What follows belongs to an exercise in optimizing a design on an open flow for a short achievable clock period and few clock cycles per item; a production flow would make more cautious choices.
The RTL was checked by simulation tests, not by an equivalence proof against the original design.
No activity file was given, so power comes from the tool's default toggle rates.

// wbe_mem_top
module wbe_mem_top #(
    parameter int ADDR_W      = 6,
    parameter int DATA_W      = 32,
    parameter int REQ_DEPTH   = 4,
    parameter int RSP_CREDITS = 2,
    parameter int LANES       = DATA_W / 8
) (
    input  logic              clk,
    input  logic              rst,
    input  logic              req_valid,
    input  logic [ADDR_W-1:0] req_addr,
    input  logic [LANES-1:0]  req_be,
    input  logic [DATA_W-1:0] req_wdata,
    input  logic              rsp_credit,
    output logic              req_credit,
    output logic              rsp_valid,
    output logic [DATA_W-1:0] rsp_rdata
);
Settings: LEC_CHECK=0, ABC_CLOCK_PERIOD_IN_PS=2000, CAP_MARGIN=20, CORE_MARGIN=2, CORE_UTILIZATION=72, CTS_CLUSTER_DIAMETER=100, CTS_CLUSTER_SIZE=28, PLACE_DENSITY=0.8, SETUP_SLACK_MARGIN=2.5, SLEW_MARGIN=20; clock period 4.3 ns.
run.sh (not shown) runs the stock make flow with config.mk's settings and CLKGATE_MAP_FILE= SYNTH_SCRIPT=/design/flow/synth_recipe.tcl, a recipe that flattens the netlist after the stock synthesis.
The starting point finished with timing, DRC and antenna clean.
Testbench counts at the start, summed over its fixed seeds: cycles 4,120, items 4,096.
Change:
CORE_UTILIZATION = 65   (was 72)
PLACE_DENSITY = 0.75   (was 0.8)
SETUP_SLACK_MARGIN = 2.3   (was 2.5)
Effect: The new run finished clean; core utilization falls by 8.6 points; worst hold slack is about the same; combinational power shrinks by a quarter to a third; die area goes up by roughly a tenth; count of clock-buffer cells in the layout came out lower by 1; worst setup slack got worse by 0.035 ns; wire length goes down by a few percent; sequential power hardly moves; final area falls slightly; power drops by a few percent.
Change:
ABC_AREA = 1   (was unset)
SETUP_SLACK_MARGIN = 2.5   (was 2.3)
What happened: The changed run passed the timing, DRC and antenna checks; die area rose by a few percent; via count rose by about a fifth; global-route usage rose by 0.86 points; count of clock-buffer cells in the layout fell by 3; design area rose by a few percent; synthesized cell count rose by well over a third.
Change:
==> flow/flow/run.sh (new file) <==
#!/bin/bash
# The standard layout, with the clock tree's root buffer a buf_16
# (a stronger driver than clkbuf_16 for the root's long nets); the other
# clock tree settings are those of config.mk. Each tool keeps its own log
# under orfs/logs; make's output goes to make_finish.log.
set -euo pipefail
bash standard.sh \
  "CTS_ARGS=-sink_clustering_enable -repair_clock_nets -sink_clustering_size 28 -sink_clustering_max_diameter 100 -buf_list sky130_fd_sc_hd__clkbuf_16 -root_buf sky130_fd_sc_hd__buf_16" \
  finish > make_finish.log 2>&1
==> flow/standard.sh (new file) <==
#!/bin/bash
# synth_recipe.tcl (not shown) runs the flow's synth.tcl, then flattens the netlist and writes it again
# the make line also repeats each setting of config.mk as NAME=value (left out here)
make -C /OpenROAD-flow-scripts/flow DESIGN_CONFIG=/design/flow/config.mk WORK_HOME=/design/flow/orfs CLKGATE_MAP_FILE= SYNTH_SCRIPT=/design/flow/synth_recipe.tcl "${@:-finish}"
ABC_AREA = unset   (was 1)
removed: flow/run.sh
After rerunning: Utilization went up by 0.93 points; count of clock-buffer cells in the layout went down by 73; total power went down by 1.4%; die area went down by 5.8%; via count went down by 18%; register-to-register slack degrades by 0.20 ns; fmax went up by about 4%; worst setup slack improves by 0.084 ns; synthesized cell count went down by about 40%; sequential share of layout area went up by 3.5 points; non-clock buffer count went up by 7.
Change:
==> flow/run.sh (new file) <==
#!/bin/bash
# synth_recipe.tcl (not shown) runs the flow's synth.tcl, then flattens the netlist and writes it again
# the make line also repeats each setting of config.mk as NAME=value (left out here)
make -C /OpenROAD-flow-scripts/flow DESIGN_CONFIG=/design/flow/config.mk WORK_HOME=/design/flow/orfs CLKGATE_MAP_FILE= SYNTH_SCRIPT=/design/flow/synth_recipe.tcl finish
removed: flow/flow/run.sh
removed: flow/standard.sh
The new run completed without violations.
Cell area hardly moves.
Synthesized area does not change.
Register-to-register slack improved by 0.02 ns.
Global-route usage decreases by 0.13 points.
Clock-buffer cell count increases by 74.
Die area stays the same.
Non-clock buffer count increases by 4.
Worst setup slack got worse by 0.021 ns.

[port drivers added, routing unchanged]
In the flow no input, the clock included, has a driving cell. The finished layouts below were timed again as built, in two steps. Step 1 assumes that a clkbuf_16 drives the clock port and a buf_2 every other input. Step 2 times the ports against the registers' clock, not the clock port: input delays grow and output delays shrink by t, the midpoint of the rising clock arrivals with the driver on. Three values: ideal, step 1, step 2; two values: the first two.
run	shift t [ns]	setup WS [ns]	worst setup path after step 2	worst data-port slew with drivers (ns)
the first run	0.814	2.234 / 2.148 / 1.794	input to register	0.12
the second run	0.828	2.199 / 2.126 / 1.581	input to register	0.20
the third run	0.847	2.145 / 2.061 / 1.829	input to register	0.22
the fourth run	0.814	2.228 / 2.142 / 1.570	input to register	0.18
the fifth run	0.839	2.207 / 2.126 / 1.597	input to register	0.19
After both steps setup and hold are still met in every run listed. The setup slack of the fourth run, which loses most, moves by -0.086 ns with the drivers and by -0.658 ns with both steps.
